What follows belongs to an exercise in optimizing a design on an open flow for small area and a short achievable clock period; a production flow would make more cautious choices.
Only simulation tests tie the RTL to the original design; equivalence was not proved.
Power and IR drop assume default switching activity.

### flow/run.sh
#!/bin/bash
# synth_recipe.tcl (not shown) runs the flow's synth.tcl, then flattens the netlist and writes it again
# the make line also repeats each setting of config.mk as NAME=value (left out here)
make -C /OpenROAD-flow-scripts/flow DESIGN_CONFIG=/design/flow/config.mk WORK_HOME=/design/flow/orfs CLKGATE_MAP_FILE= SYNTH_SCRIPT=/design/flow/synth_recipe.tcl finish
### flow/constraint.sdc
create_clock -name core_clock -period 5.5 [get_ports {clk_i}]
set_input_delay 1.1000 -clock core_clock [delete_from_list [all_inputs] [get_ports {clk_i}]]
set_output_delay 1.1000 -clock core_clock [all_outputs]
set_load 0.01 [all_outputs]
### flow/design.v
package rvCorePkg;
    localparam int XLEN = 32;
    localparam int REG_ADDR_W = 5;
    localparam logic [6:0] OPC_OP     = 7'b0110011;
    localparam logic [6:0] OPC_OP_IMM = 7'b0010011;
    localparam logic [6:0] F7_BASE = 7'b0000000;
    localparam logic [6:0] F7_ALT  = 7'b0100000;
    localparam logic [2:0] F3_ADD  = 3'b000;
    localparam logic [2:0] F3_SLL  = 3'b001;
    localparam logic [2:0] F3_SLT  = 3'b010;
    localparam logic [2:0] F3_SLTU = 3'b011;
    localparam logic [2:0] F3_XOR  = 3'b100;
    localparam logic [2:0] F3_SR   = 3'b101;
    localparam logic [2:0] F3_OR   = 3'b110;
    localparam logic [2:0] F3_AND  = 3'b111;
    typedef enum logic [3:0] {
        ALU_ADD  = 4'd0,
        ALU_SUB  = 4'd1,
        ALU_SLL  = 4'd2,
        ALU_SLT  = 4'd3,
        ALU_SLTU = 4'd4,
        ALU_XOR  = 4'd5,
        ALU_SRL  = 4'd6,
        ALU_SRA  = 4'd7,
        ALU_OR   = 4'd8,
        ALU_AND  = 4'd9
    } aluOpT;
endpackage
module rvCoreTop #(
    parameter int numRegs = 32
) (
    input  logic                             clk_i,
    input  logic                             rst_i,
    input  logic                             instrValid_i,
    input  logic [rvCorePkg::XLEN-1:0]       instr_i,
    output logic                             wbValid_o,
    output logic [rvCorePkg::REG_ADDR_W-1:0] wbAddr_o,
    output logic [rvCorePkg::XLEN-1:0]       wbData_o,
    output logic                             hazard_o,
    output logic                             illegal_o
);
    logic [6:0] opcode;
    logic [2:0] funct3;
    logic [6:0] funct7;
    logic [4:0] rd, rs1, rs2;
    logic       isOp, isOpImm, legal, hazard;
    assign opcode  = instr_i[6:0];
    assign rd      = instr_i[11:7];
    assign funct3  = instr_i[14:12];
    assign rs1     = instr_i[19:15];
    assign rs2     = instr_i[24:20];
    assign funct7  = instr_i[31:25];
    assign isOp    = (opcode == 7'b0110011);
    assign isOpImm = (opcode == 7'b0010011);
    always_comb
    begin
        if (isOp)
            legal = (funct7 == 7'b0000000) ||
                    (funct7 == 7'b0100000 && (funct3 == 3'b000 || funct3 == 3'b101));
        else if (isOpImm && funct3 == 3'b001)
            legal = (funct7 == 7'b0000000);
        else if (isOpImm && funct3 == 3'b101)
            legal = (funct7 == 7'b0000000 || funct7 == 7'b0100000);
        else
            legal = isOpImm;
    end
    logic       s1Valid, s2Valid, s3Valid;
    logic [4:0] s1Rd, s2Rd, s3Rd;
    function automatic logic busy(input logic [4:0] idx,
                                  input logic v1, input logic [4:0] d1,
                                  input logic v2, input logic [4:0] d2,
                                  input logic v3, input logic [4:0] d3);
        busy = (idx != 5'd0) && ((v1 && d1 == idx) || (v2 && d2 == idx) || (v3 && d3 == idx));
    endfunction
    assign hazard = busy(rs1, s1Valid, s1Rd, s2Valid, s2Rd, s3Valid, s3Rd) ||
                    (isOp && busy(rs2, s1Valid, s1Rd, s2Valid, s2Rd, s3Valid, s3Rd));
    logic [31:0] regs [1:31];
    logic [31:1] regValid;
    logic [31:0] s3Res;
    logic [3:0] s3WrHi;
    logic [7:0] s3WrLo;
    for (genvar i = 1; i < 32; i++)
    begin : gWord
        logic wrSel;
        assign wrSel = s3WrHi[i / 8] && s3WrLo[i % 8];
        always_ff @(posedge clk_i)
        begin
            if (rst_i)
                regValid[i] <= 1'b0;
            else if (wrSel)
                regValid[i] <= 1'b1;
        end
        always_ff @(posedge clk_i)
        begin
            if (wrSel)
                regs[i] <= s3Res;
        end
    end
    logic [31:0] rdA, rdB;
    always_comb
    begin
        rdA = '0;
        rdB = '0;
        for (int i = 1; i < 32; i++)
        begin
            rdA = rdA | ({32{regValid[i] && rs1 == i}} & regs[i]);
            rdB = rdB | ({32{regValid[i] && isOp && rs2 == i}} & regs[i]);
        end
    end
    logic [31:0] s1A, s1B;
    logic [11:0] s1Imm;      
    logic        s1Sub, s1Sll, s1Shift, s1Cmp, s1Slt, s1Sra;
    logic        s1SelSum, s1SelXor, s1SelOr, s1SelAnd;
    always_ff @(posedge clk_i)
    begin
        if (rst_i)
        begin
            s1Valid   <= 1'b0;
            hazard_o  <= 1'b0;
            illegal_o <= 1'b0;
        end
        else
        begin
            s1Valid   <= instrValid_i && legal && !hazard;
            hazard_o  <= instrValid_i && legal && hazard;
            illegal_o <= instrValid_i && !legal;
        end
    end
    always_ff @(posedge clk_i)
    begin
        s1Rd     <= rd;
        s1A      <= rdA;
        s1B      <= rdB;
        s1Imm    <= isOpImm ? instr_i[31:20] : 12'd0;
        s1Sub    <= (funct3 == 3'b010) || (funct3 == 3'b011) ||
                    (funct3 == 3'b000 && !isOpImm && instr_i[30]);
        s1Sll    <= (funct3 == 3'b001);
        s1Shift  <= (funct3 == 3'b001) || (funct3 == 3'b101);
        s1Cmp    <= (funct3 == 3'b010) || (funct3 == 3'b011);
        s1Slt    <= (funct3 == 3'b010);
        s1Sra    <= instr_i[30] && (funct3 == 3'b101);
        s1SelSum <= (funct3 == 3'b000) || (funct3 == 3'b010) || (funct3 == 3'b011);
        s1SelXor <= (funct3 == 3'b100);
        s1SelOr  <= (funct3 == 3'b110);
        s1SelAnd <= (funct3 == 3'b111);
    end
    logic [31:0]      opB, addB;
    logic [8:0]       chunk [4];    
    logic [31:0]      shIn;
    logic [31:0]      shr8;
    logic             fill;
    logic [31:0]      alu;
    assign opB    = s1B | {{20{s1Imm[11]}}, s1Imm};
    assign addB   = opB ^ {32{s1Sub}};
    assign chunk[0] = {1'b0, s1A[7:0]}   + {1'b0, addB[7:0]} + {8'd0, s1Sub};
    assign chunk[1] = {1'b0, s1A[15:8]}  + {1'b0, addB[15:8]};
    assign chunk[2] = {1'b0, s1A[23:16]} + {1'b0, addB[23:16]};
    assign chunk[3] = {1'b0, s1A[31:24]} + {1'b0, addB[31:24]};
    assign fill   = s1Sra && s1A[31];
    for (genvar i = 0; i < 32; i++)
    begin : gRevIn
        assign shIn[i] = s1Sll ? s1A[31 - i] : s1A[i];
    end
    always_comb
    begin
        case (opB[4:3])
            2'd0:    shr8 = shIn;
            2'd1:    shr8 = {{8{fill}}, shIn[31:8]};
            2'd2:    shr8 = {{16{fill}}, shIn[31:16]};
            default: shr8 = {{24{fill}}, shIn[31:24]};
        endcase
    end
    assign alu = ({32{s1SelSum}} & {chunk[3][7:0], chunk[2][7:0], chunk[1][7:0], chunk[0][7:0]}) |
                 ({32{s1Shift}}  & shr8) |
                 ({32{s1SelXor}} & (s1A ^ opB)) |
                 ({32{s1SelOr}}  & (s1A | opB)) |
                 ({32{s1SelAnd}} & (s1A & opB));
    logic [31:0] s2Res;
    logic [2:0]  s2Fine;     
    logic        s2Fill;
    logic        s2Sll;
    logic [3:0]  s2Co;       
    logic        s2Cmp;      
    logic        s2Slt;
    logic        s2SignEq;   
    logic        s2A31;
    always_ff @(posedge clk_i)
    begin
        if (rst_i)
            s2Valid <= 1'b0;
        else
            s2Valid <= s1Valid;
    end
    always_ff @(posedge clk_i)
    begin
        s2Rd     <= s1Rd;
        s2Res    <= alu;
        s2Fine   <= s1Shift ? opB[2:0] : 3'd0;
        s2Fill   <= fill;
        s2Sll    <= s1Sll;
        s2Co     <= {4{s1SelSum}} & {chunk[3][8], chunk[2][8], chunk[1][8], chunk[0][8]};
        s2Cmp    <= s1Cmp;
        s2Slt    <= s1Slt;
        s2SignEq <= (s1A[31] == addB[31]);
        s2A31    <= s1A[31];
    end
    logic [3:0]     ones;       
    logic [4:0]     cin;        
    logic [31:0]    sum;
    logic           lt;
    logic [31:0]    fineShr;
    logic [31:0]    fineRev;
    logic [31:0]    result;
    always_comb
    begin
        cin[0] = 1'b0;
        for (int k = 0; k < 4; k++)
        begin
            ones[k]  = &s2Res[8*k +: 8];
            cin[k+1] = s2Co[k] || (ones[k] && cin[k]);
        end
        for (int k = 0; k < 4; k++)
            sum[8*k +: 8] = s2Res[8*k +: 8] + {7'd0, cin[k]};
    end
    assign lt      = s2Slt ? (s2SignEq ? s2A31 : sum[31]) : !cin[4];
    assign fineShr = $unsigned($signed({s2Fill, s2Res}) >>> s2Fine);
    for (genvar i = 0; i < 32; i++)
    begin : gRevOut
        assign fineRev[i] = fineShr[31 - i];
    end
    always_comb
    begin
        if (s2Cmp)
            result = {31'd0, lt};
        else if (|s2Co)
            result = sum;
        else
            result = s2Sll ? fineRev : fineShr;
    end
    always_ff @(posedge clk_i)
    begin
        if (rst_i)
            s3Valid <= 1'b0;
        else
            s3Valid <= s2Valid;
    end
    always_ff @(posedge clk_i)
    begin
        s3Rd  <= s2Rd;
        s3Res <= result;
        s3WrLo <= 8'b00000001 << s2Rd[2:0];
    end
    always_ff @(posedge clk_i)
    begin
        if (rst_i)
            s3WrHi <= 4'd0;
        else
            s3WrHi <= {4{s2Valid}} & (4'b0001 << s2Rd[4:3]);
    end
    always_ff @(posedge clk_i)
    begin
        if (rst_i)
            wbValid_o <= 1'b0;
        else
            wbValid_o <= s3Valid;
    end
    always_ff @(posedge clk_i)
    begin
        wbAddr_o <= s3Rd;
        wbData_o <= s3Res;
    end
endmodule
### flow/config.mk
export PLATFORM = sky130hd
export DESIGN_NAME = rvCoreTop
export DESIGN_NICKNAME = rvCoreTop
export VERILOG_FILES = /design/flow/design.v
export SDC_FILE = /design/flow/constraint.sdc
export NUM_CORES = 4
export LEC_CHECK = 0
export CAP_MARGIN = 20
export CORE_MARGIN = 2
export CORE_UTILIZATION = 45
export SETUP_SLACK_MARGIN = 2.5
export SLEW_MARGIN = 20
==> impl_metrics.yaml <==
status:
  status: "complete, no violations"
worst_setup_path:
  cp-end-kind: "flip-flop"
  critPathRequiredTime_ns: 5.95
  start_kind: "input port"
  path_class: "in2reg"
  path_max_fanout: 14
  worstPathArrival_ns: 3.61
hold_path:
  worstHoldPathType: "reg2reg"
die:
  dieArea_um2: 124000
  std_cell_rows: 127
  fp.dieH_um: 353
  io_pins: 75
  chipWidth_um: 353
  start_util: 0.455
  core_um2: 120000
power_and_ir_drop:
  comb_power_share: 0.022
  power_density_nw_per_um2: 325
  pwr-share-clk: 0.470
  internal_power_uw: 16200
  p_seq_frac: 0.508
  swShare: 0.217
  p_switching_uw: 4480
  leakage_uw: 0.0218
  ir_drop_mv: 0.301
yosys:
  synth_cell_types: 65
  synth_ff_type: "edfxtp_1"
  netlist_instances: 4053
  synth_warnings: 3
  yosysTopAreaCell: "edfxtp_1"
  synthArstFlopShare: 0
  synth_top_area_share: 0.544
  synth-seq-cells: 1256
  syn_nets: 4193
  ys_seq_area_frac: 0.641
  synthTopCellsByArea: "edfxtp_1 54%, dfxtp_1 9.7%, a22oi_1 8.3%"
  synth_edf_count: 992
  synth_area_per_cell_um2: 13.5
  syn-cell-area_um2: 54700
clock_tree:
  cts_tree: "yes"
  clock-sinks: 1256
  cts_max_level: 4
  clk_pin_slew_ns: 0.06
  cts.hold.buffers_added: 0
  clk_path_buf_depth: 3
  clk_latency_ns: 0.79
  cts_buffers: 137
  cts-root-buf: "clkbuf_16"
final_layout:
  multi_input_area_um2: 18700
  mostFrequentLayoutCell: "edfxtp_1"
  ff_latch_area_um2: 35100
  fillCellCount: 9946
  layout_common_cells: "992 x edfxtp_1, 602 x a22oi_1, 248 x dfxtp_1"
  final_nets: 4281
  postLayoutCoreUtil: 0.528
  drive_gt1_frac: 0.145
  syn_to_final_growth_pct: 16.0
  instances_no_fill: 5886
sta:
  setup_slack_ns: 2.34
  hold_viol_final: 0
  setup_viol_count_final: 0
  slew_headroom: 0.161
  rsz0062_at_grt: "yes"
  hold_slack_ns: 0.326
  slew_violations: 0
  finalSetupTns_ns: 0
  finalCritPeriodShare: 0.575
  tightest_slew_ns: 1.26
  max_freq_mhz: 316
  period_needed_ns: 3.16
  fin_skew_ns: 0.0381
placement:
  dp_cells: 5584
  routabilityCongestion: 0.981
  dpl.hpwl_mm: 138
  port_buffers: 74
  preCtsSetupSlack_ns: 1.07
grt:
  grt_pass1_vias: 41400
  antenna_found_initial: 28
  grt_pass1_wl_mm: 336
  grt.total_usage: 0.389
  overflow: 0
  grt_max_degree: 52
routing:
  drc: 0
  postRouteAntennaNets: 0
  avgRoutedWirePerCell_um: 43.2
  viasPerCell: 7.67
  vias: 45100
  wl_mm: 254
  firstDrtPassIters: 11
  first_iter_violations: 10900
job:
  maxCapViolations: 0
[routing by layer]
layer,up-vias,track usage,part of all wire
li1,16700,-,-
met1,21700,0.472,0.33
met2,5086,0.557,0.41
met3,1593,0.178,0.18
met4,24,0.252,0.087
met5,-,0.00377,0.0011
[cells by family after synthesis]
kind of cell / Yosys count / share of synthesized area
flops: 1256 / 0.641
fa+ha+maj: 105 / 0.0246
mux: 85 / 0.0254
buf+inv: 394 / 0.0306
compound gates: 1228 / 0.173
xor+xnor: 94 / 0.0150
simple gates: 891 / 0.0901
[area by class of cell]
class                      instances  area share
sequential                      1256       0.553
multi-input combinational       2409       0.294
clock buffer                     170      0.0571
timing repair buffer             253      0.0414
tap                             1612      0.0318
clock inverter                    84      0.0167
inverter                          83     0.00497
antenna                           18    0.000710
timing repair inverter             1   0.0000789
[path summary, 6_finish.rpt]
kind	endpoint	cells after the start	slack, ns	startpoint
max	s1A[6]	8	2.34	instr_i[19]
max reg2reg	s2Res[15]	9	2.47	s1B[9]
min	s2Cmp	0	0.33	s1Cmp
min reg2reg	s2Cmp	0	0.33	s1Cmp
[power groups by stage]
stage	logic (µW)	clock network, µW	registers (µW)
2_1_floorplan	230	0	10600
3_3_place_gp	419	0	10700
3_5_place_dp	422	0	10700
4_1_cts	429	9670	10500
5_1_grt	484	10100	10500
6_report	460	9700	10500
[timing repair]
item                       4_1_cts  5_1_grt
pin swaps                        8       10
setup buffers                   11       12
gates cloned                     2        5
resized for setup               56       59
setup endpoints to repair       75       56
[critical path, stage by stage]
cell,delay (ns)
clkdlybuf4s15_2,0.34
and2_1,0.42
and3_4,0.37
buf_4,0.32
a22oi_1,0.21
nand2_1,0.09
nor4_1,0.28
nand4_1,0.44
[synthesized netlist by cell type (all sizes together) (20+ instances only)]
cell	n
and2	49
dfxtp	264
a221oi	157
mux2i	30
and3	58
nor4	50
a22o	153
xnor2	52
nor3	21
buf	152
a22oi	602
nor2b	20
ha	101
inv	83
o21ai	74
a21oi	49
nor2	162
nand3	79
mux4	42
or3	42
nand2b	26
nand2	197
a222oi	63
a211oi	22
xor2	42
clkbuf	159
edfxtp	992
nand4	114
[state kept, by name, indices dropped and copies added, names as in the netlist, 8 cells and up]
signal and cells:
regValid 31, s1B 32, s1Imm 12, s3WrLo 8, s2Res 32, wbData_o 32, s1A 32, s3Res 32
regs 992
[metrics by stage]
stage	instance area, µm²	total power [µW]
3_3_place_gp	58100	11100
5_1_grt	63400	21000
6_report	63500	20600
3_5_place_dp	58100	11100
2_1_floorplan	54700	10800
4_1_cts	63100	20600

-- afterwards: timing with drivers on the ports --
The results above use ideal ports. As a check the final layout listed here was re-extracted and re-timed, cells and wires unchanged.
Step 1, drivers: a clkbuf_16 drives clk_i and a buf_2 each remaining input, both assumed.
Step 2, shift: input delay + t, output delay - t, t = (earliest + latest rising clock arrival at the registers) / 2. This alone moves slack from input paths to output paths.
a / b / c = no drivers / after step 1 / after step 2; a / b = the first two.
shift t [ns]: 0.848
setup WS [ns]: 2.340 / 2.399 / 1.551
worst data-port slew with drivers (ns): 0.06
pins driven straight from the clock port: 1
After both steps setup and hold are still met in this run. For this run, drivers alone change the setup slack by +0.059 ns; drivers and shift together by -0.789 ns.
